Context: an optimization exercise on an open-source flow, tuned for small area and a short achievable clock period. The choices shown serve that exercise and are no tape-out recipe.
RTL that was checked went through simulation tests only; none was proved equivalent to the original.
No functional check of the RTL was part of run 2.
Power figures rest on the tool's default switching activity, not on a simulated workload.

==> flow/design.v <==
`default_nettype none
package cpu_pkg;
	localparam logic [5:0] OP_SPECIAL = 6'h00;
	localparam logic [5:0] OP_J       = 6'h02;
	localparam logic [5:0] OP_BEQ     = 6'h04;
	localparam logic [5:0] OP_BNE     = 6'h05;
	localparam logic [5:0] OP_ADDIU   = 6'h09;
	localparam logic [5:0] OP_SLTI    = 6'h0a;
	localparam logic [5:0] OP_ANDI    = 6'h0c;
	localparam logic [5:0] OP_ORI     = 6'h0d;
	localparam logic [5:0] OP_XORI    = 6'h0e;
	localparam logic [5:0] OP_LUI     = 6'h0f;
	localparam logic [5:0] OP_LW      = 6'h23;
	localparam logic [5:0] OP_SW      = 6'h2b;
	localparam logic [5:0] FN_ADDU = 6'h21;
	localparam logic [5:0] FN_SUBU = 6'h23;
	localparam logic [5:0] FN_AND  = 6'h24;
	localparam logic [5:0] FN_OR   = 6'h25;
	localparam logic [5:0] FN_XOR  = 6'h26;
	localparam logic [5:0] FN_NOR  = 6'h27;
	localparam logic [5:0] FN_SLT  = 6'h2a;
	localparam logic [5:0] FN_SLTU = 6'h2b;
	typedef struct packed {
		logic b_is_rt;       
		logic b_sext;        
		logic b_upper;       
		logic sub;           
		logic sel_add;       
		logic sel_and;
		logic sel_or;
		logic sel_xor;
		logic sel_nor;
		logic sel_slt;       
		logic sel_sltu;      
		logic sel_b;         
		logic dst_is_rd;
		logic reg_write;
		logic mem_read;
		logic mem_write;
		logic beq;
		logic bne;
		logic jump;
	} ctrl_t;
endpackage
`default_nettype wire
`timescale 1ns/10ps
`default_nettype none
module cpu_decoder (
	input  wire logic [32-1:0] instr_i,
	output cpu_pkg::ctrl_t          ctrl_o
);
	logic [5:0] op;
	logic [5:0] fn;
	assign op = instr_i[31:26];
	assign fn = instr_i[5:0];
	always_comb begin
		ctrl_o = '0;
		case (op)
			cpu_pkg::OP_SPECIAL: begin
				ctrl_o.b_is_rt   = 1'b1;
				ctrl_o.dst_is_rd = 1'b1;
				ctrl_o.reg_write = 1'b1;
				case (fn)
					cpu_pkg::FN_ADDU: ctrl_o.sel_add = 1'b1;
					cpu_pkg::FN_SUBU: begin ctrl_o.sel_add = 1'b1; ctrl_o.sub = 1'b1; end
					cpu_pkg::FN_AND:  ctrl_o.sel_and = 1'b1;
					cpu_pkg::FN_OR:   ctrl_o.sel_or  = 1'b1;
					cpu_pkg::FN_XOR:  ctrl_o.sel_xor = 1'b1;
					cpu_pkg::FN_NOR:  ctrl_o.sel_nor = 1'b1;
					cpu_pkg::FN_SLT:  begin ctrl_o.sel_slt  = 1'b1; ctrl_o.sub = 1'b1; end
					cpu_pkg::FN_SLTU: begin ctrl_o.sel_sltu = 1'b1; ctrl_o.sub = 1'b1; end
					default:          ctrl_o.reg_write = 1'b0;
				endcase
			end
			cpu_pkg::OP_ADDIU: begin
				ctrl_o.b_sext = 1'b1; ctrl_o.sel_add = 1'b1; ctrl_o.reg_write = 1'b1;
			end
			cpu_pkg::OP_SLTI: begin
				ctrl_o.b_sext = 1'b1; ctrl_o.sub = 1'b1; ctrl_o.sel_slt = 1'b1; ctrl_o.reg_write = 1'b1;
			end
			cpu_pkg::OP_ANDI: begin ctrl_o.sel_and = 1'b1; ctrl_o.reg_write = 1'b1; end
			cpu_pkg::OP_ORI:  begin ctrl_o.sel_or  = 1'b1; ctrl_o.reg_write = 1'b1; end
			cpu_pkg::OP_XORI: begin ctrl_o.sel_xor = 1'b1; ctrl_o.reg_write = 1'b1; end
			cpu_pkg::OP_LUI: begin
				ctrl_o.b_upper = 1'b1; ctrl_o.sel_b = 1'b1; ctrl_o.reg_write = 1'b1;
			end
			cpu_pkg::OP_LW: begin ctrl_o.mem_read = 1'b1; ctrl_o.reg_write = 1'b1; end
			cpu_pkg::OP_SW:  ctrl_o.mem_write = 1'b1;
			cpu_pkg::OP_BEQ: ctrl_o.beq  = 1'b1;
			cpu_pkg::OP_BNE: ctrl_o.bne  = 1'b1;
			cpu_pkg::OP_J:   ctrl_o.jump = 1'b1;
			default: ;
		endcase
	end
endmodule
`default_nettype wire
`timescale 1ns/10ps
`default_nettype none
module cpu_regfile (
	input  wire logic               clk_i,
	input  wire logic               rst_i,
	input  wire logic [5-1:0] rs_idx_i,
	input  wire logic [5-1:0] rt_idx_i,
	output      logic [32-1:0] rs_data_o,
	output      logic [32-1:0] rt_data_o,
	input  wire logic [5-1:0] wr_idx_i,
	input  wire logic [32-1:0] wr_data_i,
	input  wire logic               wr_en_i
);
	logic [32-1:1][32-1:0] regs;
	logic [32-1:1]              wen;
	logic [32-1:1]              rs_sel;
	logic [32-1:1]              rt_sel;
	logic [32-1:0]                 wdata;
	assign wdata = rst_i ? '0 : wr_data_i;
	for (genvar r = 1; r < 32; r++) begin : g_reg
		assign wen[r]    = rst_i | (wr_en_i & (wr_idx_i == r));
		assign rs_sel[r] = (rs_idx_i == r);
		assign rt_sel[r] = (rt_idx_i == r);
		always_ff @(posedge clk_i) begin
			if (wen[r])
				regs[r] <= wdata;
		end
	end
	cpu_rdport u_rs (.regs_i(regs), .sel_i(rs_sel), .data_o(rs_data_o));
	cpu_rdport u_rt (.regs_i(regs), .sel_i(rt_sel), .data_o(rt_data_o));
endmodule
`default_nettype wire
`default_nettype none
module cpu_rdport (
	input  wire logic [32-1:1][32-1:0] regs_i,
	input  wire logic [32-1:1]              sel_i,
	output      logic [32-1:0]                 data_o
);
	always_comb begin
		data_o = '0;
		for (int r = 1; r < 32; r++)
			data_o = data_o | (regs_i[r] & {32{sel_i[r]}});
	end
endmodule
`default_nettype wire
`timescale 1ns/10ps
`default_nettype none
module cpu_alu (
	input  cpu_pkg::ctrl_t          ctrl_i,
	input  wire logic [32-1:0] a_i,
	input  wire logic [32-1:0] b_i,
	output      logic [32-1:0] result_o
);
	logic [32-1:0] sum;
	logic               cout;
	logic               lt_s;
	logic               lt_u;
	logic [32-1:0] x_ab;       
	logic [32-1:0] a_ab;       
	logic [32-1:0] o_ab;
	cpu_add #(.W(32), .ARCH(1)) u_add (
		.a_i    (a_i),
		.b_i    (b_i ^ {32{ctrl_i.sub}}),
		.cin_i  (ctrl_i.sub),
		.s_o    (sum),
		.cout_o (cout),
		.p_o    (x_ab),
		.g_o    (a_ab)
	);
	assign o_ab = x_ab | a_ab;
	assign lt_u = ~cout;
	assign lt_s = (a_i[32-1] ^ b_i[32-1]) ? a_i[32-1] : ~cout;
	assign result_o = ({32{ctrl_i.sel_add}} & sum)
	                | ({32{ctrl_i.sel_and}} & a_ab)
	                | ({32{ctrl_i.sel_or}}  & o_ab)
	                | ({32{ctrl_i.sel_xor}} & x_ab)
	                | ({32{ctrl_i.sel_nor}} & ~o_ab)
	                | ({32{ctrl_i.sel_b}}   & b_i)
	                | {{(32-1){1'b0}}, (ctrl_i.sel_slt & lt_s) | (ctrl_i.sel_sltu & lt_u)};
endmodule
`default_nettype wire
`default_nettype none
module cpu_add #(
	parameter int W    = 32,
	parameter int ARCH = 0
) (
	input  wire logic [W-1:0] a_i,
	input  wire logic [W-1:0] b_i,
	input  wire logic         cin_i,
	output      logic [W-1:0] s_o,
	output      logic         cout_o,
	output      logic [W-1:0] p_o,           
	output      logic [W-1:0] g_o            
);
	localparam int N = W + 1;            
	localparam int L = (N <= 16) ? 4 : (N <= 32) ? 5 : 6;     
	logic [N-1:0] g [0:2*L];
	logic [N-1:0] p [0:2*L];
	logic [W-1:0] hp;                    
	assign hp   = a_i ^ b_i;
	assign p_o  = hp;
	assign g_o  = a_i & b_i;
	assign g[0] = {g_o, cin_i};
	assign p[0] = {hp, 1'b0};
	if (ARCH == 0) begin : g_ks
		for (genvar l = 0; l < L; l++) begin : g_lvl
			for (genvar i = 0; i < N; i++) begin : g_pos
				if (i >= (1 << l)) begin : g_op
					assign g[l+1][i] = g[l][i] | (p[l][i] & g[l][i-(1<<l)]);
					assign p[l+1][i] = p[l][i] & p[l][i-(1<<l)];
				end else begin : g_cp
					assign g[l+1][i] = g[l][i];
					assign p[l+1][i] = p[l][i];
				end
			end
		end
		for (genvar l = L; l < 2*L; l++) begin : g_fill
			assign g[l+1] = g[l];
			assign p[l+1] = p[l];
		end
	end else if (ARCH == 2) begin : g_sk
		for (genvar l = 0; l < L; l++) begin : g_lvl
			for (genvar i = 0; i < N; i++) begin : g_pos
				if ((i >> l) & 1) begin : g_op
					localparam int J = ((i >> l) << l) - 1;
					assign g[l+1][i] = g[l][i] | (p[l][i] & g[l][J]);
					assign p[l+1][i] = p[l][i] & p[l][J];
				end else begin : g_cp
					assign g[l+1][i] = g[l][i];
					assign p[l+1][i] = p[l][i];
				end
			end
		end
		for (genvar l = L; l < 2*L; l++) begin : g_fill
			assign g[l+1] = g[l];
			assign p[l+1] = p[l];
		end
	end else begin : g_bk
		for (genvar l = 0; l < L; l++) begin : g_up
			for (genvar i = 0; i < N; i++) begin : g_pos
				if (((i + 1) % (2 << l)) == 0) begin : g_op
					assign g[l+1][i] = g[l][i] | (p[l][i] & g[l][i-(1<<l)]);
					assign p[l+1][i] = p[l][i] & p[l][i-(1<<l)];
				end else begin : g_cp
					assign g[l+1][i] = g[l][i];
					assign p[l+1][i] = p[l][i];
				end
			end
		end
		for (genvar k = 0; k < L; k++) begin : g_dn
			localparam int D = 1 << (L - 1 - k);
			for (genvar i = 0; i < N; i++) begin : g_pos
				if ((i >= 2*D) && (((i + 1) % (2*D)) == D)) begin : g_op
					assign g[L+k+1][i] = g[L+k][i] | (p[L+k][i] & g[L+k][i-D]);
					assign p[L+k+1][i] = p[L+k][i] & p[L+k][i-D];
				end else begin : g_cp
					assign g[L+k+1][i] = g[L+k][i];
					assign p[L+k+1][i] = p[L+k][i];
				end
			end
		end
	end
	assign s_o    = hp ^ g[2*L][W-1:0];
	assign cout_o = g[2*L][W];
endmodule
`default_nettype wire
`timescale 1ns/10ps
`default_nettype none
module cpu_pc (
	input  wire logic               clk_i,
	input  wire logic               rst_i,
	input  wire logic               beq_i,
	input  wire logic               bne_i,
	input  wire logic               jump_i,
	input  wire logic               eq_i,        
	input  wire logic [15:0]        imm_i,       
	input  wire logic [25:0]        target_i,    
	output      logic [32-1:0] pc_o
);
	logic [32-3:0] pc_q;
	logic [32-3:0] pc_plus1;
	logic [32-3:0] pc_branch;
	logic [32-3:0] pc_other;
	logic               taken;
	assign inc_c[0] = 1'b1;
	for (genvar i = 1; i < 32-2; i++) begin : g_inc
		assign inc_c[i] = inc_c[i-1] & pc_q[i-1];
	end
	assign pc_plus1 = pc_q ^ inc_c;
	logic               br_cout;
	logic [32-3:0] br_p;
	logic [32-3:0] br_g;
	logic [32-3:0] inc_c;      
	cpu_add #(.W(32-2), .ARCH(1)) u_br (
		.a_i    (pc_q),
		.b_i    ({{(32-18){imm_i[15]}}, imm_i}),
		.cin_i  (1'b1),
		.s_o    (pc_branch),
		.cout_o (br_cout),
		.p_o    (br_p),
		.g_o    (br_g)
	);
	assign pc_other  = jump_i ? {pc_plus1[32-3:32-6], target_i} : pc_plus1;
	assign taken     = (beq_i & eq_i) | (bne_i & ~eq_i);
	always_ff @(posedge clk_i) begin
		if (rst_i)
			pc_q <= '0;
		else
			pc_q <= taken ? pc_branch : pc_other;
	end
	assign pc_o = {pc_q, 2'b00};
endmodule
`default_nettype wire
`timescale 1ns/10ps
`default_nettype none
module cpu_core (
	input  wire logic               clk_i,
	input  wire logic               rst_i,
	output      logic [32-1:0] imem_addr_o,
	input  wire logic [32-1:0] imem_data_i,     
	output      logic [32-1:0] dmem_addr_o,
	output      logic [32-1:0] dmem_wdata_o,
	input  wire logic [32-1:0] dmem_rdata_i,    
	output      logic               dmem_wr_o,       
	output      logic               dmem_rd_o
);
	cpu_pkg::ctrl_t ctrl;
	logic [5-1:0] rs_idx;
	logic [5-1:0] rt_idx;
	logic [5-1:0] rd_idx;
	logic [5-1:0] dst_idx;
	logic [15:0]        imm;
	logic [25:0]        target;
	logic [32-1:0] rs_data;
	logic [32-1:0] rt_data;
	logic [32-1:0] src_b;
	logic [32-1:0] alu_result;
	logic [32-1:0] wb_data;
	assign rs_idx = imem_data_i[25:21];
	assign rt_idx = imem_data_i[20:16];
	assign rd_idx = imem_data_i[15:11];
	assign imm    = imem_data_i[15:0];
	assign target = imem_data_i[25:0];
	cpu_decoder u_decoder (
		.instr_i (imem_data_i),
		.ctrl_o  (ctrl)
	);
	cpu_pc u_pc (
		.clk_i    (clk_i),
		.rst_i    (rst_i),
		.beq_i    (ctrl.beq),
		.bne_i    (ctrl.bne),
		.jump_i   (ctrl.jump),
		.eq_i     (rs_data == rt_data),
		.imm_i    (imm),
		.target_i (target),
		.pc_o     (imem_addr_o)
	);
	assign dst_idx = ctrl.dst_is_rd ? rd_idx : rt_idx;
	assign wb_data = ctrl.mem_read ? dmem_rdata_i : alu_result;
	cpu_regfile u_regfile (
		.clk_i     (clk_i),
		.rst_i     (rst_i),
		.rs_idx_i  (rs_idx),
		.rt_idx_i  (rt_idx),
		.rs_data_o (rs_data),
		.rt_data_o (rt_data),
		.wr_idx_i  (dst_idx),
		.wr_data_i (wb_data),
		.wr_en_i   (ctrl.reg_write)
	);
	always_comb begin
		if (ctrl.b_is_rt)      src_b = rt_data;
		else if (ctrl.b_sext)  src_b = {{(32-16){imm[15]}}, imm};
		else if (ctrl.b_upper) src_b = {imm, 16'h0000};
		else                   src_b = {{(32-16){1'b0}}, imm};
	end
	cpu_alu u_alu (
		.ctrl_i   (ctrl),
		.a_i      (rs_data),
		.b_i      (src_b),
		.result_o (alu_result)
	);
	logic               addr_cout;
	logic [32-1:0] addr_p;
	logic [32-1:0] addr_g;
	cpu_add #(.W(32), .ARCH(0)) u_addr (
		.a_i    (rs_data),
		.b_i    ({{(32-16){imm[15]}}, imm}),
		.cin_i  (1'b0),
		.s_o    (dmem_addr_o),
		.cout_o (addr_cout),
		.p_o    (addr_p),
		.g_o    (addr_g)
	);
	assign dmem_wdata_o = rt_data;
	assign dmem_rd_o    = ctrl.mem_read;
	assign dmem_wr_o    = ctrl.mem_write & ~rst_i;
endmodule
`default_nettype wire
==> flow/run.sh <==
#!/bin/bash
# synth_recipe.tcl (not shown) runs the flow's synth.tcl, then flattens the netlist and writes it again
# the make line also repeats each setting of config.mk as NAME=value (left out here)
make -C /OpenROAD-flow-scripts/flow DESIGN_CONFIG=/design/flow/config.mk WORK_HOME=/design/flow/orfs CLKGATE_MAP_FILE= SYNTH_SCRIPT=/design/flow/synth_recipe.tcl finish
==> flow/config.mk <==
export PLATFORM = sky130hd
export DESIGN_NAME = cpu_core
export DESIGN_NICKNAME = cpu_core
export VERILOG_FILES = /design/flow/design.v
export SDC_FILE = /design/flow/constraint.sdc
export NUM_CORES = 4
export LEC_CHECK = 0
export CAP_MARGIN = 20
export CORE_MARGIN = 2
export CORE_UTILIZATION = 50
export SETUP_SLACK_MARGIN = 1.5
export SLEW_MARGIN = 20
export SYNTH_HIERARCHICAL = 1
==> flow/constraint.sdc <==
create_clock -name core_clock -period 11.0 [get_ports {clk_i}]
set_input_delay 2.2000 -clock core_clock [delete_from_list [all_inputs] [get_ports {clk_i}]]
set_output_delay 2.2000 -clock core_clock [all_outputs]
set_load 0.01 [all_outputs]
==> impl_metrics.prom, run 1 <==
# TYPE chip_impl_metric gauge
chip_impl_metric{name="place.detailed.hpwl",unit="um"} 135400
chip_impl_info{name="worst_path_dominant_cell_family",value="compound AO/OA/AOI/OAI gates"} 1
chip_impl_metric{name="fmax",unit="MHz"} 105.4
chip_impl_info{name="rsz0062_at_grt",value="yes"} 1
chip_impl_metric{name="die_height",unit="um"} 322.8
chip_impl_metric{name="drt_pre_antenna_iters",unit=""} 10
chip_impl_metric{name="rows",unit=""} 116
chip_impl_metric{name="peakVddDrop",unit="mV"} 0.1291
chip_impl_metric{name="layout_min_cycle_time",unit="ns"} 9.488
chip_impl_metric{name="cts.sink_count",unit=""} 1022
chip_impl_metric{name="drive_gt1_frac",unit=""} 0.1740
chip_impl_metric{name="timing.clock.skew",unit="ns"} 0.07490
chip_impl_metric{name="syn2layout_area_growth",unit="%"} 16.63
chip_impl_info{name="tritoncts",value="done"} 1
chip_impl_metric{name="reg2reg_setup_slack",unit="ns"} 4.48
chip_impl_metric{name="period_share",unit=""} 0.8626
chip_impl_metric{name="htreeDepth",unit=""} 3
chip_impl_metric{name="synthesis.area",unit="mm^2"} 0.05082
chip_impl_metric{name="viasPerCell",unit=""} 7.348
chip_impl_metric{name="timing.critical_path.fanout_max",unit=""} 17
chip_impl_metric{name="clock_insertion_delay_worst_skew",unit="ns"} 0.73
chip_impl_metric{name="post-route-cell-area",unit="mm^2"} 0.05927
chip_impl_metric{name="numPortBuffers",unit=""} 161
chip_impl_info{name="clock_root_cell",value="sky130_fd_sc_hd__clkbuf_16"} 1
chip_impl_info{name="category_of_the_worst_setup_path_capture_point",value="output pin"} 1
chip_impl_metric{name="initial_utilization",unit=""} 0.5060
chip_impl_metric{name="grt_max_degree",unit=""} 71
chip_impl_metric{name="detail_routed_net_length_per_standard_cell",unit="um"} 37.25
chip_impl_metric{name="critical_path_arrival",unit="ns"} 7.29
chip_impl_metric{name="grt_antenna_before_repair",unit=""} 7
chip_impl_metric{name="gp_congestion",unit=""} 0.9829
chip_impl_info{name="worstHoldPathType",value="flop to flop"} 1
chip_impl_metric{name="cp.buffers_inverters",unit=""} 5
chip_impl_metric{name="route.final.wire_length",unit="um"} 204600
chip_impl_info{name="cp_slowest_cell",value="sky130_fd_sc_hd__or4_4"} 1
chip_impl_metric{name="power_density",unit="mW/mm^2"} 161.1
chip_impl_info{name="hold_start",value="u_pc.pc_q[29]"} 1
chip_impl_metric{name="drt_drc_violations_left",unit=""} 0
chip_impl_metric{name="ant_nets",unit=""} 0
chip_impl_metric{name="max_slew_margin",unit=""} 0.2344
chip_impl_metric{name="rr_worst_depth",unit=""} 21
chip_impl_metric{name="global_route_wire_length_before_repair",unit="um"} 285200
chip_impl_info{name="run_status",value="finished clean"} 1
chip_impl_info{name="timing.hold.worst_endpoint",value="u_pc.pc_q[29]"} 1
chip_impl_metric{name="synth_warnings",unit=""} 20
chip_impl_metric{name="setup_tns",unit="ns"} 0
chip_impl_metric{name="dpl-instance-area",unit="mm^2"} 0.05502
chip_impl_info{name="regToRegStartpoint",value="u_regfile.regs[56]"} 1
chip_impl_metric{name="syn-instance-count",unit=""} 3822
chip_impl_metric{name="i_o_pin_count",unit=""} 164
chip_impl_metric{name="numCtsBuffers",unit=""} 106
chip_impl_info{name="worst_r2r_endpoint",value="u_regfile.regs[63]"} 1
chip_impl_info{name="type_of_origin_of_the_critical_path",value="input port"} 1
chip_impl_metric{name="critPathMaxStageDelay",unit="ns"} 0.73
chip_impl_metric{name="core",unit="mm^2"} 0.1004
chip_impl_metric{name="detail_route.iter0.violations",unit=""} 6920
chip_impl_metric{name="cts_buffer_depth",unit=""} 3
chip_impl_metric{name="cts.reportedPaths.clkPinSlew",unit="ns"} 0.06
chip_impl_metric{name="overall_die_width",unit="um"} 322.8
chip_impl_metric{name="grt_pass1_vias",unit=""} 38860
chip_impl_metric{name="grt.total_usage",unit=""} 0.3870
chip_impl_info{name="path_cells",value="clkdlybuf4s50_1 -> buf_8 -> nand3b_1 -> buf_12 -> nor2_2 -> buf_8 -> a22o_1 -> a221oi_2 -> nand3_2 -> or4_4 -> ha_1 -> a21o_1 -> a21o_1 -> a21oi_1 -> a21oi_1 -> a31oi_1 -> nand3_1 -> o31ai_1 -> clkdlybuf4s50_1"} 1
chip_impl_metric{name="drv.max_cap_violation_count",unit=""} 0
chip_impl_metric{name="die_area",unit="mm^2"} 0.1042
chip_impl_metric{name="route.vias.total",unit=""} 40360
chip_impl_metric{name="setup_violations",unit=""} 0
chip_impl_metric{name="globalRoute.totalOverflow",unit=""} 0
chip_impl_metric{name="hold_viol",unit=""} 0
chip_impl_metric{name="slew_violations",unit=""} 0
chip_impl_metric{name="syn_area_per_cell",unit="um^2"} 13.30
chip_impl_metric{name="nets",unit=""} 4263
chip_impl_metric{name="power.static_leakage",unit="nW"} 21.46
chip_impl_info{name="crit_type",value="input port to output pin"} 1
chip_impl_metric{name="hold-path-cell-count",unit=""} 2
chip_impl_metric{name="critPathRequiredTime",unit="ns"} 8.80
chip_impl_metric{name="timing_worst_slew_pin_value",unit="ns"} 1.146
==> worst reg2reg max path: stages, from the launching register on <==
cell and delay [ns]:
sky130_fd_sc_hd__edfxtp_1 0.38, sky130_fd_sc_hd__a22o_1 0.25, sky130_fd_sc_hd__a221oi_2 0.22, sky130_fd_sc_hd__nand3_1 0.38, sky130_fd_sc_hd__or4_1 0.95, sky130_fd_sc_hd__nand2_1 0.20, sky130_fd_sc_hd__o211ai_2 0.12, sky130_fd_sc_hd__xor2_1 0.21
sky130_fd_sc_hd__ha_1 0.39, sky130_fd_sc_hd__a21o_1 0.22, sky130_fd_sc_hd__a21o_1 0.17, sky130_fd_sc_hd__a21oi_1 0.20, sky130_fd_sc_hd__o21ai_0 0.13, sky130_fd_sc_hd__a21o_4 0.22, sky130_fd_sc_hd__a221oi_2 0.56, sky130_fd_sc_hd__fa_1 0.28
sky130_fd_sc_hd__inv_1 0.04, sky130_fd_sc_hd__a222oi_1 0.32, sky130_fd_sc_hd__nand2_1 0.15, sky130_fd_sc_hd__mux2_2 0.35, sky130_fd_sc_hd__nor2b_2 0.17, sky130_fd_sc_hd__buf_4 0.26
==> where the power goes <==
| part | switching [mW] | internal [mW] | leakage [nW] |
|---|---|---|---|
| Clock | 1.56 | 2.05 | 1.69 |
| Combinational | 0.899 | 0.472 | 9.28 |
| Sequential | 0.103 | 4.46 | 10.5 |
==> how the worst max path moves through the flow <==
| stage | start | endpoint | slack [ns] | cells past startpoint |
|---|---|---|---|---|
| 5_1_grt | imem_data_i[21] | dmem_addr_o[30] | 1.47 | 19 |
| 4_1_cts | imem_data_i[21] | dmem_addr_o[31] | 1.51 | 16 |
| 6_report | imem_data_i[21] | dmem_addr_o[30] | 1.51 | 19 |
| 2_1_floorplan | imem_data_i[24] | dmem_addr_o[29] | 2.99 | 15 |
| 3_5_place_dp | imem_data_i[24] | dmem_addr_o[29] | 0.69 | 16 |
| 3_3_place_gp | imem_data_i[24] | dmem_addr_o[29] | 0.68 | 16 |
==> registers in the layout, indices dropped and copies added (netlist names) <==
name	count
u_pc.pc_q	30
u_regfile.regs	992
==> final cells by class <==
type | instances | area [um^2]
fillers | 7882 | 41170
flip-flops and latches | 1022 | 30390
multi-input cells | 2457 | 19950
repair buffers | 373 | 3448
clock buffers | 119 | 2701
well taps | 1357 | 1698
clock inverters | 78 | 765.7
inverters | 83 | 311.5
diodes | 3 | 7.507
==> what timing repair did <==
action | 4_1_cts | 5_1_grt
gates cloned | 3 | 0
pin swaps | 14 | 18
hold buffers | 0 | 0
setup endpoints to repair | 26 | 334
gates resized for setup | 49 | 56
buffers inserted | 33 | 3
==> placed cells by master (no fill, tap or decap), drive strengths merged, types with 32 or more instances in the layout <==
master,count
a22oi,800
a22o,64
xnor2,32
fa,34
a211oi,33
buf,214
a21o,35
mux2,37
clkbuf,121
ha,120
inv,89
nor2,144
edfxtp,992
nor2b,43
nand4,146
nand2,155
or4,65
xor2,90
o21ai,50
clkdlybuf4s50,150
a21oi,59
a222oi,96
a221oi,68
nand3,142
clkinv,55
==> layer usage <==
metal  share of wire  vias to the layer above  global-route usage
met4           0.084                        6              0.2787
met1            0.36                    20160              0.4962
li1                -                    16330                   -
met5         0.00019                        -            0.002315
met2            0.44                     3180              0.5729
met3            0.12                      685             0.09770
==> per-stage QoR <==
stage	hold WS, ns	setup slack, ns	util	instances	total power, mW
after detailed placement	0.5711	0.6917	0.5478	5251	5.922
after floorplan	0.5798	2.994	-	3824	5.257
after CTS	0.5753	1.510	0.5875	5484	9.510
final	0.5722	1.512	0.5901	5492	9.546
after global placement	0.5589	0.6786	0.5478	5251	5.896
after global routing	0.6256	1.474	0.5900	5489	9.793
==> run 2: changes to the inputs <==
--- a/flow/design.v
+++ b/flow/design.v
@@ -152,7 +152,4 @@
 	logic               lt_s;
 	logic               lt_u;
-	logic [32-1:0] x_ab;       
-	logic [32-1:0] a_ab;       
-	logic [32-1:0] o_ab;
 	cpu_add #(.W(32), .ARCH(1)) u_add (
 		.a_i    (a_i),
@@ -160,16 +157,13 @@
 		.cin_i  (ctrl_i.sub),
 		.s_o    (sum),
-		.cout_o (cout),
-		.p_o    (x_ab),
-		.g_o    (a_ab)
+		.cout_o (cout)
 	);
-	assign o_ab = x_ab | a_ab;
 	assign lt_u = ~cout;
 	assign lt_s = (a_i[32-1] ^ b_i[32-1]) ? a_i[32-1] : ~cout;
 	assign result_o = ({32{ctrl_i.sel_add}} & sum)
-	                | ({32{ctrl_i.sel_and}} & a_ab)
-	                | ({32{ctrl_i.sel_or}}  & o_ab)
-	                | ({32{ctrl_i.sel_xor}} & x_ab)
-	                | ({32{ctrl_i.sel_nor}} & ~o_ab)
+	                | ({32{ctrl_i.sel_and}} & (a_i & b_i))
+	                | ({32{ctrl_i.sel_or}}  & (a_i | b_i))
+	                | ({32{ctrl_i.sel_xor}} & (a_i ^ b_i))
+	                | ({32{ctrl_i.sel_nor}} & ~(a_i | b_i))
 	                | ({32{ctrl_i.sel_b}}   & b_i)
 	                | {{(32-1){1'b0}}, (ctrl_i.sel_slt & lt_s) | (ctrl_i.sel_sltu & lt_u)};
@@ -185,17 +179,13 @@
 	input  wire logic         cin_i,
 	output      logic [W-1:0] s_o,
-	output      logic         cout_o,
-	output      logic [W-1:0] p_o,           
-	output      logic [W-1:0] g_o            
+	output      logic         cout_o
 );
 	localparam int N = W + 1;            
-	localparam int L = (N <= 16) ? 4 : (N <= 32) ? 5 : 6;     
+	localparam int L = $clog2(N);
 	logic [N-1:0] g [0:2*L];
 	logic [N-1:0] p [0:2*L];
 	logic [W-1:0] hp;                    
 	assign hp   = a_i ^ b_i;
-	assign p_o  = hp;
-	assign g_o  = a_i & b_i;
-	assign g[0] = {g_o, cin_i};
+	assign g[0] = {a_i & b_i, cin_i};
 	assign p[0] = {hp, 1'b0};
 	if (ARCH == 0) begin : g_ks
@@ -279,13 +269,6 @@
 	logic [32-3:0] pc_other;
 	logic               taken;
-	assign inc_c[0] = 1'b1;
-	for (genvar i = 1; i < 32-2; i++) begin : g_inc
-		assign inc_c[i] = inc_c[i-1] & pc_q[i-1];
-	end
-	assign pc_plus1 = pc_q ^ inc_c;
+	assign pc_plus1  = pc_q + 1'b1;
 	logic               br_cout;
-	logic [32-3:0] br_p;
-	logic [32-3:0] br_g;
-	logic [32-3:0] inc_c;      
 	cpu_add #(.W(32-2), .ARCH(1)) u_br (
 		.a_i    (pc_q),
@@ -293,7 +276,5 @@
 		.cin_i  (1'b1),
 		.s_o    (pc_branch),
-		.cout_o (br_cout),
-		.p_o    (br_p),
-		.g_o    (br_g)
+		.cout_o (br_cout)
 	);
 	assign pc_other  = jump_i ? {pc_plus1[32-3:32-6], target_i} : pc_plus1;
@@ -378,7 +359,5 @@
 		.result_o (alu_result)
 	);
-	logic               addr_cout;
-	logic [32-1:0] addr_p;
-	logic [32-1:0] addr_g;
+	logic addr_cout;
 	cpu_add #(.W(32), .ARCH(0)) u_addr (
 		.a_i    (rs_data),
@@ -386,7 +365,5 @@
 		.cin_i  (1'b0),
 		.s_o    (dmem_addr_o),
-		.cout_o (addr_cout),
-		.p_o    (addr_p),
-		.g_o    (addr_g)
+		.cout_o (addr_cout)
 	);
 	assign dmem_wdata_o = rt_data;
--- a/flow/config.mk
+++ b/flow/config.mk
@@ -8,6 +8,6 @@
 export CAP_MARGIN = 20
 export CORE_MARGIN = 2
-export CORE_UTILIZATION = 50
-export SETUP_SLACK_MARGIN = 1.5
+export CORE_UTILIZATION = 60
+export SETUP_SLACK_MARGIN = 3
 export SLEW_MARGIN = 20
 export SYNTH_HIERARCHICAL = 1
==> run 2 against run 1 <==
Compared with the run above:
- still clean
- design area is 7.5% higher
- sequential power hardly changed
- routed wire length is 9.6% higher
- area after synthesis is 2.9% higher
- critical path type unchanged
- critical endpoint is now dmem_addr_o[29]
- highest routed layer unchanged
==> impl_metrics.prom, run 2 <==
# TYPE chip_impl_metric gauge
chip_impl_metric{name="nets",unit=""} 4723
chip_impl_metric{name="slew_violations",unit=""} 0
chip_impl_info{name="worstSetupEndpoint",value="dmem_addr_o[29]"} 1
chip_impl_metric{name="p_total",unit="mW"} 9.744
chip_impl_metric{name="fmax",unit="MHz"} 117.1
chip_impl_info{name="largest_registers",value="u_regfile.regs x992, u_pc.pc_q x30"} 1
chip_impl_metric{name="peakVddDrop",unit="mV"} 0.1771
chip_impl_info{name="mostFrequentLayoutCells",value="sky130_fd_sc_hd__edfxtp_1 (992), sky130_fd_sc_hd__a22oi_1 (795), sky130_fd_sc_hd__buf_4 (329), sky130_fd_sc_hd__nand3_1 (179), sky130_fd_sc_hd__inv_1 (156)"} 1
chip_impl_metric{name="route.vias.total",unit=""} 45590
chip_impl_metric{name="synthesis.area",unit="mm^2"} 0.05230
chip_impl_info{name="worst_r2r_endpoint",value="u_regfile.regs[813]"} 1
chip_impl_metric{name="hold_viol",unit=""} 0
chip_impl_metric{name="critical_path_arrival",unit="ns"} 6.34
chip_impl_metric{name="critPathRequiredTime",unit="ns"} 8.80
chip_impl_metric{name="grt.total_usage",unit=""} 0.4840
chip_impl_metric{name="gp_congestion",unit=""} 1.016
chip_impl_metric{name="initial_utilization",unit=""} 0.6038
chip_impl_info{name="worstHoldPathType",value="flop to flop"} 1
chip_impl_metric{name="drt_pre_antenna_iters",unit=""} 15
chip_impl_metric{name="die_height",unit="um"} 299.2
chip_impl_metric{name="grt_antenna_before_repair",unit=""} 26
chip_impl_metric{name="globalRoute.totalOverflow",unit=""} 0
chip_impl_info{name="dr.max_layer_used",value="met5"} 1
chip_impl_metric{name="core",unit="mm^2"} 0.08662
chip_impl_metric{name="viasPerCell",unit=""} 7.973
chip_impl_metric{name="power_density",unit="mW/mm^2"} 153.0
chip_impl_metric{name="ant_nets",unit=""} 0
chip_impl_metric{name="wl_met3",unit="um"} 39850
chip_impl_metric{name="overall_die_width",unit="um"} 299.2
chip_impl_metric{name="cts_buffer_depth",unit=""} 3
chip_impl_metric{name="setup_tns",unit="ns"} 0
chip_impl_metric{name="largest_reg_flops",unit=""} 992
chip_impl_metric{name="syn_area_per_cell",unit="um^2"} 12.91
chip_impl_info{name="register_containing_the_most_flip_flops_in_the_final_layout",value="u_regfile.regs"} 1
chip_impl_metric{name="rr_worst_depth",unit=""} 23
chip_impl_info{name="crit_start",value="imem_data_i[22]"} 1
chip_impl_metric{name="drt_drc_violations_left",unit=""} 0
chip_impl_metric{name="setup_violations",unit=""} 0
chip_impl_info{name="clock_root_cell",value="sky130_fd_sc_hd__clkbuf_16"} 1
chip_impl_metric{name="syn2layout_area_growth",unit="%"} 21.80
chip_impl_metric{name="die_area",unit="mm^2"} 0.08954
chip_impl_metric{name="finish.cell_count_without_fillers",unit=""} 5718
chip_impl_metric{name="post-route-cell-area",unit="mm^2"} 0.06370
chip_impl_metric{name="drive_gt1_frac",unit=""} 0.2353
chip_impl_info{name="rsz0062_at_grt",value="yes"} 1
chip_impl_info{name="tritoncts",value="done"} 1
chip_impl_metric{name="place.detailed.hpwl",unit="um"} 137200
chip_impl_metric{name="holdBufCountCts",unit=""} 0
chip_impl_metric{name="period_share",unit=""} 0.7765
chip_impl_metric{name="clock_insertion_delay_worst_skew",unit="ns"} 0.73
chip_impl_metric{name="syn-instance-count",unit=""} 4051
chip_impl_metric{name="reg2reg_setup_slack",unit="ns"} 5.13
chip_impl_metric{name="timing_worst_slew_pin_value",unit="ns"} 1.221
chip_impl_metric{name="rows",unit=""} 108
chip_impl_metric{name="grt_pass1_vias",unit=""} 43170
chip_impl_metric{name="numPortBuffers",unit=""} 161
chip_impl_metric{name="i_o_pin_count",unit=""} 164
chip_impl_metric{name="synth_warnings",unit=""} 20
chip_impl_metric{name="timing.critical_path.fanout_max",unit=""} 10
chip_impl_metric{name="layout_min_cycle_time",unit="ns"} 8.541
chip_impl_metric{name="cts.reportedPaths.clkPinSlew",unit="ns"} 0.06
chip_impl_metric{name="timing.clock.skew",unit="ns"} 0.03143
chip_impl_metric{name="route.met2.wl",unit="um"} 92670
chip_impl_metric{name="htreeDepth",unit=""} 3
chip_impl_info{name="crit_type",value="input port to output pin"} 1
chip_impl_metric{name="placedCellCount",unit=""} 5308
chip_impl_metric{name="numCtsBuffers",unit=""} 103
chip_impl_metric{name="cts.sink_count",unit=""} 1022
chip_impl_metric{name="detail_routed_net_length_per_standard_cell",unit="um"} 39.21
chip_impl_metric{name="route.final.wire_length",unit="um"} 224200
chip_impl_info{name="category_of_the_worst_setup_path_capture_point",value="output pin"} 1
chip_impl_info{name="type_of_origin_of_the_critical_path",value="input port"} 1
chip_impl_info{name="run_status",value="finished clean"} 1
chip_impl_metric{name="detail_route.iter0.violations",unit=""} 8767
chip_impl_metric{name="drv.max_cap_violation_count",unit=""} 0
chip_impl_info{name="most_common_cell_after_layout_fill_and_taps_aside",value="sky130_fd_sc_hd__edfxtp_1"} 1
chip_impl_metric{name="global_route_wire_length_before_repair",unit="um"} 307100
chip_impl_metric{name="grt_max_degree",unit=""} 42
chip_impl_metric{name="max_slew_margin",unit=""} 0.1857
chip_impl_metric{name="power.static_leakage",unit="nW"} 23.43
chip_impl_info{name="regToRegStartpoint",value="u_regfile.regs[35]"} 1
chip_impl_metric{name="detail_route.wirelength.met1",unit="um"} 71310
chip_impl_metric{name="dpl-instance-area",unit="mm^2"} 0.05630
[run 2: how the worst min path moves through the flow]
stage	startpoint	end	slack (ns)	depth (start not counted)
3_5_place_dp	u_pc.pc_q[20]	u_pc.pc_q[20]	0.56	2
2_1_floorplan	u_pc.pc_q[20]	u_pc.pc_q[20]	0.55	2
6_report	u_pc.pc_q[26]	u_pc.pc_q[26]	0.57	2
5_1_grt	u_pc.pc_q[20]	u_pc.pc_q[20]	0.60	2
4_1_cts	u_pc.pc_q[26]	u_pc.pc_q[26]	0.58	2
3_3_place_gp	u_pc.pc_q[28]	u_pc.pc_q[28]	0.54	2
[run 2: through the flow]
step	util	worst slack, ns	hold WS [ns]
2_1_floorplan	-	3.079	0.5490
3_3_place_gp	0.6499	0.8668	0.5378
3_5_place_dp	0.6500	0.7638	0.5617
4_1_cts	0.7200	2.705	0.5753
5_1_grt	0.7351	2.496	0.6016
6_report	0.7354	2.459	0.5714
[run 2: routing by layer]
metal / vias up / GRT usage
li1: 17530 / -
met1: 21920 / 0.5819
met2: 4797 / 0.6878
met3: 1317 / 0.2298
met4: 32 / 0.3342
met5: - / 0.008995
[run 2: worst max-delay path: stages]
cell and delay (ns):
sky130_fd_sc_hd__buf_12 0.13, sky130_fd_sc_hd__nand3b_1 0.20, sky130_fd_sc_hd__buf_4 0.17, sky130_fd_sc_hd__buf_4 0.13, sky130_fd_sc_hd__nor2_4 0.58, sky130_fd_sc_hd__clkbuf_8 0.35
sky130_fd_sc_hd__buf_4 0.14, sky130_fd_sc_hd__a22oi_1 0.10, sky130_fd_sc_hd__nand4_1 0.16, sky130_fd_sc_hd__or4_4 0.22, sky130_fd_sc_hd__ha_4 0.24, sky130_fd_sc_hd__nand4_1 0.14
sky130_fd_sc_hd__nor2_2 0.08, sky130_fd_sc_hd__a211oi_2 0.31, sky130_fd_sc_hd__and4bb_2 0.31, sky130_fd_sc_hd__buf_6 0.13, sky130_fd_sc_hd__o21ai_4 0.17, sky130_fd_sc_hd__nand4b_1 0.21
sky130_fd_sc_hd__o311ai_4 0.14, sky130_fd_sc_hd__buf_2 0.18
[run 2: power by group]
group,internal [mW],leakage [nW],switching (mW)
combinational,0.627,11.3,1.06
sequential,4.46,10.5,0.118
clock,1.96,1.60,1.53
[run 2: repair_timing]
| action | in CTS | in global routing |
|---|---|---|
| resized for setup | 438 | 142 |
| pin swaps | 103 | 139 |
| endpoints found under the setup margin | 884 | 593 |
| gates cloned | 9 | 5 |
| setup buffers | 117 | 79 |
[run 2: cell type report]
class / count / area, um^2
well taps: 1155 / 1445
diodes: 11 / 27.53
clock buffers: 127 / 2710
fillers: 5564 / 22920
flip-flops and latches: 1022 / 30390
inverters: 156 / 585.6
repair buffers: 586 / 5708
multi-input cells: 2599 / 22250
clock inverters: 62 / 580.6
==> run 3: changes to the inputs <==
--- a/flow/design.v
+++ b/flow/design.v
@@ -152,4 +152,7 @@
 	logic               lt_s;
 	logic               lt_u;
+	logic [32-1:0] x_ab;       
+	logic [32-1:0] a_ab;       
+	logic [32-1:0] o_ab;
 	cpu_add #(.W(32), .ARCH(1)) u_add (
 		.a_i    (a_i),
@@ -157,13 +160,16 @@
 		.cin_i  (ctrl_i.sub),
 		.s_o    (sum),
-		.cout_o (cout)
+		.cout_o (cout),
+		.p_o    (x_ab),
+		.g_o    (a_ab)
 	);
+	assign o_ab = x_ab | a_ab;
 	assign lt_u = ~cout;
 	assign lt_s = (a_i[32-1] ^ b_i[32-1]) ? a_i[32-1] : ~cout;
 	assign result_o = ({32{ctrl_i.sel_add}} & sum)
-	                | ({32{ctrl_i.sel_and}} & (a_i & b_i))
-	                | ({32{ctrl_i.sel_or}}  & (a_i | b_i))
-	                | ({32{ctrl_i.sel_xor}} & (a_i ^ b_i))
-	                | ({32{ctrl_i.sel_nor}} & ~(a_i | b_i))
+	                | ({32{ctrl_i.sel_and}} & a_ab)
+	                | ({32{ctrl_i.sel_or}}  & o_ab)
+	                | ({32{ctrl_i.sel_xor}} & x_ab)
+	                | ({32{ctrl_i.sel_nor}} & ~o_ab)
 	                | ({32{ctrl_i.sel_b}}   & b_i)
 	                | {{(32-1){1'b0}}, (ctrl_i.sel_slt & lt_s) | (ctrl_i.sel_sltu & lt_u)};
@@ -179,13 +185,17 @@
 	input  wire logic         cin_i,
 	output      logic [W-1:0] s_o,
-	output      logic         cout_o
+	output      logic         cout_o,
+	output      logic [W-1:0] p_o,           
+	output      logic [W-1:0] g_o            
 );
 	localparam int N = W + 1;            
-	localparam int L = $clog2(N);
+	localparam int L = (N <= 16) ? 4 : (N <= 32) ? 5 : 6;     
 	logic [N-1:0] g [0:2*L];
 	logic [N-1:0] p [0:2*L];
 	logic [W-1:0] hp;                    
 	assign hp   = a_i ^ b_i;
-	assign g[0] = {a_i & b_i, cin_i};
+	assign p_o  = hp;
+	assign g_o  = a_i & b_i;
+	assign g[0] = {g_o, cin_i};
 	assign p[0] = {hp, 1'b0};
 	if (ARCH == 0) begin : g_ks
@@ -269,6 +279,13 @@
 	logic [32-3:0] pc_other;
 	logic               taken;
-	assign pc_plus1  = pc_q + 1'b1;
+	assign inc_c[0] = 1'b1;
+	for (genvar i = 1; i < 32-2; i++) begin : g_inc
+		assign inc_c[i] = inc_c[i-1] & pc_q[i-1];
+	end
+	assign pc_plus1 = pc_q ^ inc_c;
 	logic               br_cout;
+	logic [32-3:0] br_p;
+	logic [32-3:0] br_g;
+	logic [32-3:0] inc_c;      
 	cpu_add #(.W(32-2), .ARCH(1)) u_br (
 		.a_i    (pc_q),
@@ -276,5 +293,7 @@
 		.cin_i  (1'b1),
 		.s_o    (pc_branch),
-		.cout_o (br_cout)
+		.cout_o (br_cout),
+		.p_o    (br_p),
+		.g_o    (br_g)
 	);
 	assign pc_other  = jump_i ? {pc_plus1[32-3:32-6], target_i} : pc_plus1;
@@ -359,5 +378,7 @@
 		.result_o (alu_result)
 	);
-	logic addr_cout;
+	logic               addr_cout;
+	logic [32-1:0] addr_p;
+	logic [32-1:0] addr_g;
 	cpu_add #(.W(32), .ARCH(0)) u_addr (
 		.a_i    (rs_data),
@@ -365,5 +386,7 @@
 		.cin_i  (1'b0),
 		.s_o    (dmem_addr_o),
-		.cout_o (addr_cout)
+		.cout_o (addr_cout),
+		.p_o    (addr_p),
+		.g_o    (addr_g)
 	);
 	assign dmem_wdata_o = rt_data;
==> flow/flow/run.sh (new file) <==
#!/bin/bash
# Own layout flow: the standard ORFS flow, with the two register-file
# read ports mapped by hand (flow/gen_rdport.py) instead of by ABC.
# Every tool's output goes to a log file in this folder.
set -euo pipefail
W=$(pwd)

# hand-mapped read port cells
python3 flow/gen_rdport.py "$W/rdport_cells.v" > "$W/gen_rdport.log" 2>&1

# The standard flow's synthesis script, with the read port module swapped before flattening
python3 - "$W" <<'PY' > "$W/my_synth.log" 2>&1
import sys
w = sys.argv[1]
s = open(f"{w}/synth_recipe.tcl").read()
swap = (
    "yosys delete cpu_rdport\n"
    f"yosys read_verilog {w}/rdport_cells.v\n"
    "yosys hierarchy -top $::env(DESIGN_NAME)\n"
)
key = "setattr -mod -unset keep_hierarchy"
assert key in s
s = s.replace(key, swap + key, 1)
open(f"{w}/my_synth.tcl", "w").write(s)
print(s)
PY

bash standard.sh SYNTH_SCRIPT="$W/my_synth.tcl" BUFFER_PORTS_ARGS="-buffer_cell sky130_fd_sc_hd__buf_2" finish > "$W/make_finish.log" 2>&1
==> flow/flow/gen_rdport.py (new file) <==
#!/usr/bin/env python3
"""Writes rdport_cells.v: the cpu_rdport read-port module (31 registers by
one-hot select, 32 bits) as sky130_fd_sc_hd cells: a222oi groups of three
registers, then a nand tree and an or3 per bit."""
W, R = 32, 31
o = []
o.append("module cpu_rdport (regs_i, sel_i, data_o);")
o.append(f"  input [{R*W-1}:0] regs_i;")
o.append(f"  input [{R-1}:0] sel_i;")
o.append(f"  output [{W-1}:0] data_o;")
for b in range(W):
    def d(r):  # register r (1..31), bit b; packed [31:1] puts r1 at the bottom
        return f"regs_i[{(r-1)*W + b}]"
    def s(r):
        return f"sel_i[{r-1}]"
    t = []
    for k in range(10):
        r0 = 3*k + 1
        n = f"rp_t{b}_{k}"
        o.append(f"  wire {n};")
        o.append(f"  sky130_fd_sc_hd__a222oi_1 rp_a{b}_{k} (.A1({s(r0)}), .A2({d(r0)}), .B1({s(r0+1)}), .B2({d(r0+1)}), .C1({s(r0+2)}), .C2({d(r0+2)}), .Y({n}));")
        t.append(n)
    n = f"rp_t{b}_10"
    o.append(f"  wire {n};")
    o.append(f"  sky130_fd_sc_hd__nand2_1 rp_n{b}_10 (.A({s(31)}), .B({d(31)}), .Y({n}));")
    t.append(n)
    for j, (grp, cell) in enumerate([(t[0:4], "nand4_1"), (t[4:8], "nand4_1"), (t[8:11], "nand3_1")]):
        n = f"rp_u{b}_{j}"
        o.append(f"  wire {n};")
        pins = "".join(f".{p}({x}), " for p, x in zip("ABCD", grp))
        o.append(f"  sky130_fd_sc_hd__{cell} rp_m{b}_{j} ({pins}.Y({n}));")
    o.append(f"  sky130_fd_sc_hd__or3_1 rp_o{b} (.A(rp_u{b}_0), .B(rp_u{b}_1), .C(rp_u{b}_2), .X(data_o[{b}]));")
o.append("endmodule")
open(__import__("sys").argv[1] if len(__import__("sys").argv) > 1 else "rdport_cells.v", "w").write("\n".join(o) + "\n")
==> flow/standard.sh (new file) <==
#!/bin/bash
# synth_recipe.tcl (not shown) runs the flow's synth.tcl, then flattens the netlist and writes it again
# the make line also repeats each setting of config.mk as NAME=value (left out here)
make -C /OpenROAD-flow-scripts/flow DESIGN_CONFIG=/design/flow/config.mk WORK_HOME=/design/flow/orfs CLKGATE_MAP_FILE= SYNTH_SCRIPT=/design/flow/synth_recipe.tcl "${@:-finish}"
--- a/flow/config.mk
+++ b/flow/config.mk
@@ -8,6 +8,6 @@
 export CAP_MARGIN = 20
 export CORE_MARGIN = 2
-export CORE_UTILIZATION = 60
-export SETUP_SLACK_MARGIN = 3
+export CORE_UTILIZATION = 50
+export SETUP_SLACK_MARGIN = 1.5
 export SLEW_MARGIN = 20
 export SYNTH_HIERARCHICAL = 1
removed: flow/run.sh
==> run 3 against run 2 <==
Compared with the run above:
- critical path depth is 4 lower
- fmax is 11% lower
- register-to-register slack worse by 0.58 ns
- largest cell class unchanged
==> impl_metrics.prom, run 3 <==
# TYPE chip_impl_metric gauge
chip_impl_metric{name="grt_antenna_before_repair",unit=""} 13
chip_impl_metric{name="nets",unit=""} 3871
chip_impl_info{name="mostFrequentLayoutCells",value="sky130_fd_sc_hd__edfxtp_1 (992), sky130_fd_sc_hd__a222oi_1 (672), sky130_fd_sc_hd__nand2_1 (217), sky130_fd_sc_hd__buf_2 (159), sky130_fd_sc_hd__nand4_1 (146)"} 1
chip_impl_info{name="path_cells",value="buf_2 -> or3_1 -> nor2_4 -> buf_4 -> a222oi_1 -> nand4_1 -> or3_1 -> ha_1 -> o211ai_1 -> o21ai_1 -> o31ai_4 -> o221a_1 -> nor2_2 -> a2111oi_1 -> a2111oi_2 -> buf_2"} 1
chip_impl_metric{name="numCtsBuffers",unit=""} 105
chip_impl_metric{name="timing.clock.skew",unit="ns"} 0.06541
chip_impl_metric{name="cp.buffers_inverters",unit=""} 3
chip_impl_metric{name="grt.total_usage",unit=""} 0.3824
chip_impl_metric{name="syn_area_per_cell",unit="um^2"} 14.58
chip_impl_metric{name="rows",unit=""} 114
chip_impl_metric{name="die_height",unit="um"} 314.9
chip_impl_metric{name="cts_buffer_depth",unit=""} 3
chip_impl_info{name="register_containing_the_most_flip_flops_in_the_final_layout",value="u_regfile.regs"} 1
chip_impl_info{name="category_of_the_worst_setup_path_capture_point",value="output pin"} 1
chip_impl_metric{name="slew_violations",unit=""} 0
chip_impl_metric{name="groute.layer.met1.usage",unit=""} 0.4998
chip_impl_metric{name="drv.max_cap_violation_count",unit=""} 0
chip_impl_metric{name="route.vias.total",unit=""} 38810
chip_impl_metric{name="cts.sink_count",unit=""} 1022
chip_impl_metric{name="grt_pass1_vias",unit=""} 36950
chip_impl_info{name="largest_registers",value="u_regfile.regs x992, u_pc.pc_q x30"} 1
chip_impl_metric{name="critical_path_arrival",unit="ns"} 7.41
chip_impl_metric{name="overall_die_width",unit="um"} 314.9
chip_impl_metric{name="critPathMaxStageDelay",unit="ns"} 0.82
chip_impl_info{name="globalRoute.busiestLayer",value="met2"} 1
chip_impl_metric{name="hold_viol",unit=""} 0
chip_impl_metric{name="timing.critical_path.fanout_max",unit=""} 22
chip_impl_metric{name="cts.reportedPaths.clkPinSlew",unit="ns"} 0.06
chip_impl_metric{name="setup_tns",unit="ns"} 0
chip_impl_info{name="worstHoldPathType",value="flop to flop"} 1
chip_impl_info{name="type_of_origin_of_the_critical_path",value="input port"} 1
chip_impl_metric{name="drt_pre_antenna_iters",unit=""} 14
chip_impl_info{name="rsz0062_at_grt",value="yes"} 1
chip_impl_metric{name="syn2layout_area_growth",unit="%"} 15.06
chip_impl_metric{name="drt_drc_violations_left",unit=""} 0
chip_impl_metric{name="numPortBuffers",unit=""} 161
chip_impl_metric{name="core",unit="mm^2"} 0.09628
chip_impl_info{name="most_common_cell_after_layout_fill_and_taps_aside",value="sky130_fd_sc_hd__edfxtp_1"} 1
chip_impl_metric{name="critPathRequiredTime",unit="ns"} 8.80
chip_impl_metric{name="power_density",unit="mW/mm^2"} 168.1
chip_impl_metric{name="detail_route.iter0.violations",unit=""} 9861
chip_impl_metric{name="globalRoute.totalOverflow",unit=""} 0
chip_impl_metric{name="route.final.wire_length",unit="um"} 194000
chip_impl_metric{name="timing_worst_slew_pin_value",unit="ns"} 1.251
chip_impl_metric{name="largest_reg_flops",unit=""} 992
chip_impl_metric{name="initial_utilization",unit=""} 0.5020
chip_impl_metric{name="grt_max_degree",unit=""} 71
chip_impl_metric{name="layout_min_cycle_time",unit="ns"} 9.605
chip_impl_metric{name="syn-instance-count",unit=""} 3316
chip_impl_metric{name="finalCoreUtilization",unit=""} 0.5776
chip_impl_metric{name="global_route_wire_length_before_repair",unit="um"} 269100
chip_impl_metric{name="gp_congestion",unit=""} 0.9605
chip_impl_metric{name="peakVddDrop",unit="mV"} 0.1368
chip_impl_metric{name="p_total",unit="mW"} 9.345
chip_impl_metric{name="clock_insertion_delay_worst_skew",unit="ns"} 0.73
chip_impl_metric{name="post-place-ws",unit="ns"} 1.253
chip_impl_metric{name="i_o_pin_count",unit=""} 164
chip_impl_metric{name="gr-usage-met3",unit=""} 0.1014
chip_impl_metric{name="period_share",unit=""} 0.8732
chip_impl_metric{name="drive_gt1_frac",unit=""} 0.1845
chip_impl_metric{name="post-route-cell-area",unit="mm^2"} 0.05561
chip_impl_metric{name="place.detailed.hpwl",unit="um"} 122400
chip_impl_info{name="tritoncts",value="done"} 1
chip_impl_info{name="run_status",value="finished clean"} 1
chip_impl_info{name="crit_type",value="input port to output pin"} 1
chip_impl_metric{name="synthesis.area",unit="mm^2"} 0.04833
chip_impl_info{name="worst_path_dominant_cell_family",value="simple AND/OR/NAND/NOR gates"} 1
chip_impl_metric{name="max_slew_margin",unit=""} 0.1641
chip_impl_metric{name="ant_nets",unit=""} 0
chip_impl_metric{name="fmax",unit="MHz"} 104.1
chip_impl_metric{name="worst_slack",unit="ns"} 1.395
chip_impl_info{name="cp_slowest_cell",value="sky130_fd_sc_hd__nor2_4"} 1
chip_impl_metric{name="viasPerCell",unit=""} 7.728
chip_impl_metric{name="power.static_leakage",unit="nW"} 20.49
chip_impl_metric{name="dpl-instance-area",unit="mm^2"} 0.05203
chip_impl_metric{name="die_area",unit="mm^2"} 0.09917
chip_impl_metric{name="setup_violations",unit=""} 0
chip_impl_metric{name="detail_routed_net_length_per_standard_cell",unit="um"} 38.63
chip_impl_metric{name="synth_warnings",unit=""} 20
chip_impl_metric{name="grtUsageMet2",unit=""} 0.5735
chip_impl_info{name="clock_root_cell",value="sky130_fd_sc_hd__clkbuf_16"} 1
chip_impl_metric{name="htreeDepth",unit=""} 3
## run 3: cell types whose count changed in the layout (fill, tap and decap cells not counted), moves of 102 or more
| cell | previous run | this run |
|---|---|---|
| sky130_fd_sc_hd__clkdlybuf4s50_1 | 118 | 0 |
| sky130_fd_sc_hd__a22oi_1 | 795 | 32 |
| sky130_fd_sc_hd__a222oi_1 | 65 | 672 |
| sky130_fd_sc_hd__buf_4 | 329 | 144 |
| sky130_fd_sc_hd__nand3_1 | 179 | 77 |
| sky130_fd_sc_hd__buf_2 | 23 | 159 |
## run 3: where the power goes
part | switching [mW] | internal (mW) | total (mW)
Clock | 1.57 | 2.02 | 3.59
Combinational | 0.856 | 0.347 | 1.20
Sequential | 0.0971 | 4.46 | 4.55
## run 3: what timing repair did
| item | 4_1_cts | 5_1_grt |
|---|---|---|
| hold buffers | 0 | 0 |
| endpoints found under the setup margin | 4 | 3 |
| gates resized for setup | 5 | 9 |
| pin swaps | 2 | 2 |
| buffers inserted | 5 | 0 |
## run 3: stage by stage
stage	hold slack (ns)	cells
after floorplan	0.5798	3318
after global placement	0.5709	4815
after detailed placement	0.5822	4815
after CTS	0.5981	5016
after global routing	0.6314	5016
final	0.5933	5022
## run 3: path summary, 6_finish.rpt
kind                                          start             endpoint  slack [ns]  cells after the start
worst max-delay path                imem_data_i[25]      dmem_addr_o[29]        1.39                     16
worst min-delay path                  u_pc.pc_q[29]        u_pc.pc_q[29]        0.59                      2
worst max register to register  u_regfile.regs[579]  u_regfile.regs[597]        4.55                     19
worst min register to register        u_pc.pc_q[29]        u_pc.pc_q[29]        0.59                      2
## run 3: worst register-to-register path, delay by kind of cell, from the launching register on
family	cells	cell delay, ns
multiplexers	1	0.26
XOR/XNOR	1	0.22
AND/OR/NAND/NOR	5	1.57
flip-flops	1	0.44
AO/OA/AOI/OAI	9	2.48
adder cells (fa/ha/maj)	2	0.85
buffers and inverters	1	0.31
## run 3: area by class of cell
| class | instances | area, um^2 |
|---|---|---|
| multi-input combinational | 2134 | 17950 |
| timing repair buffer | 305 | 1904 |
| inverter | 83 | 311.5 |
| clock inverter | 71 | 735.7 |
| antenna | 6 | 15.01 |
| fill | 7577 | 40670 |
| tap | 1276 | 1597 |
| clock buffer | 125 | 2703 |
| sequential | 1022 | 30390 |
## run 3: metal layers
layer / wire, um / share of wire
met1: 66560 / 0.34
met2: 84580 / 0.44
met3: 29140 / 0.15
met4: 13590 / 0.070
met5: 108 / 0.00056

-- re-timing with driven ports --
No port has a modelled driver above. Below, the same layouts with a new extraction and two added sets of constraints.
Step 1 assumes that a clkbuf_16 drives the clock port and a buf_2 every other input.
Step 2 times the ports against the registers' clock, not the clock port: input delays grow and output delays shrink by t, the midpoint of the rising clock arrivals with the driver on.
Three values: ideal, step 1, step 2; two values: the first two.
run	t, ns	setup slack, ns	latest minus earliest clock arrival (ns)
run 1	0.774	1.512 / 1.483 / 0.961	0.075 / 0.075
run 2	0.791	2.459 / 2.398 / 2.172	0.032 / 0.032
run 3	0.768	1.395 / 1.375 / 1.119	0.065 / 0.066
After both steps every run listed still meets setup and hold. The setup slack of run 1, which loses most, moves by -0.029 ns with the drivers and by -0.551 ns with both steps.
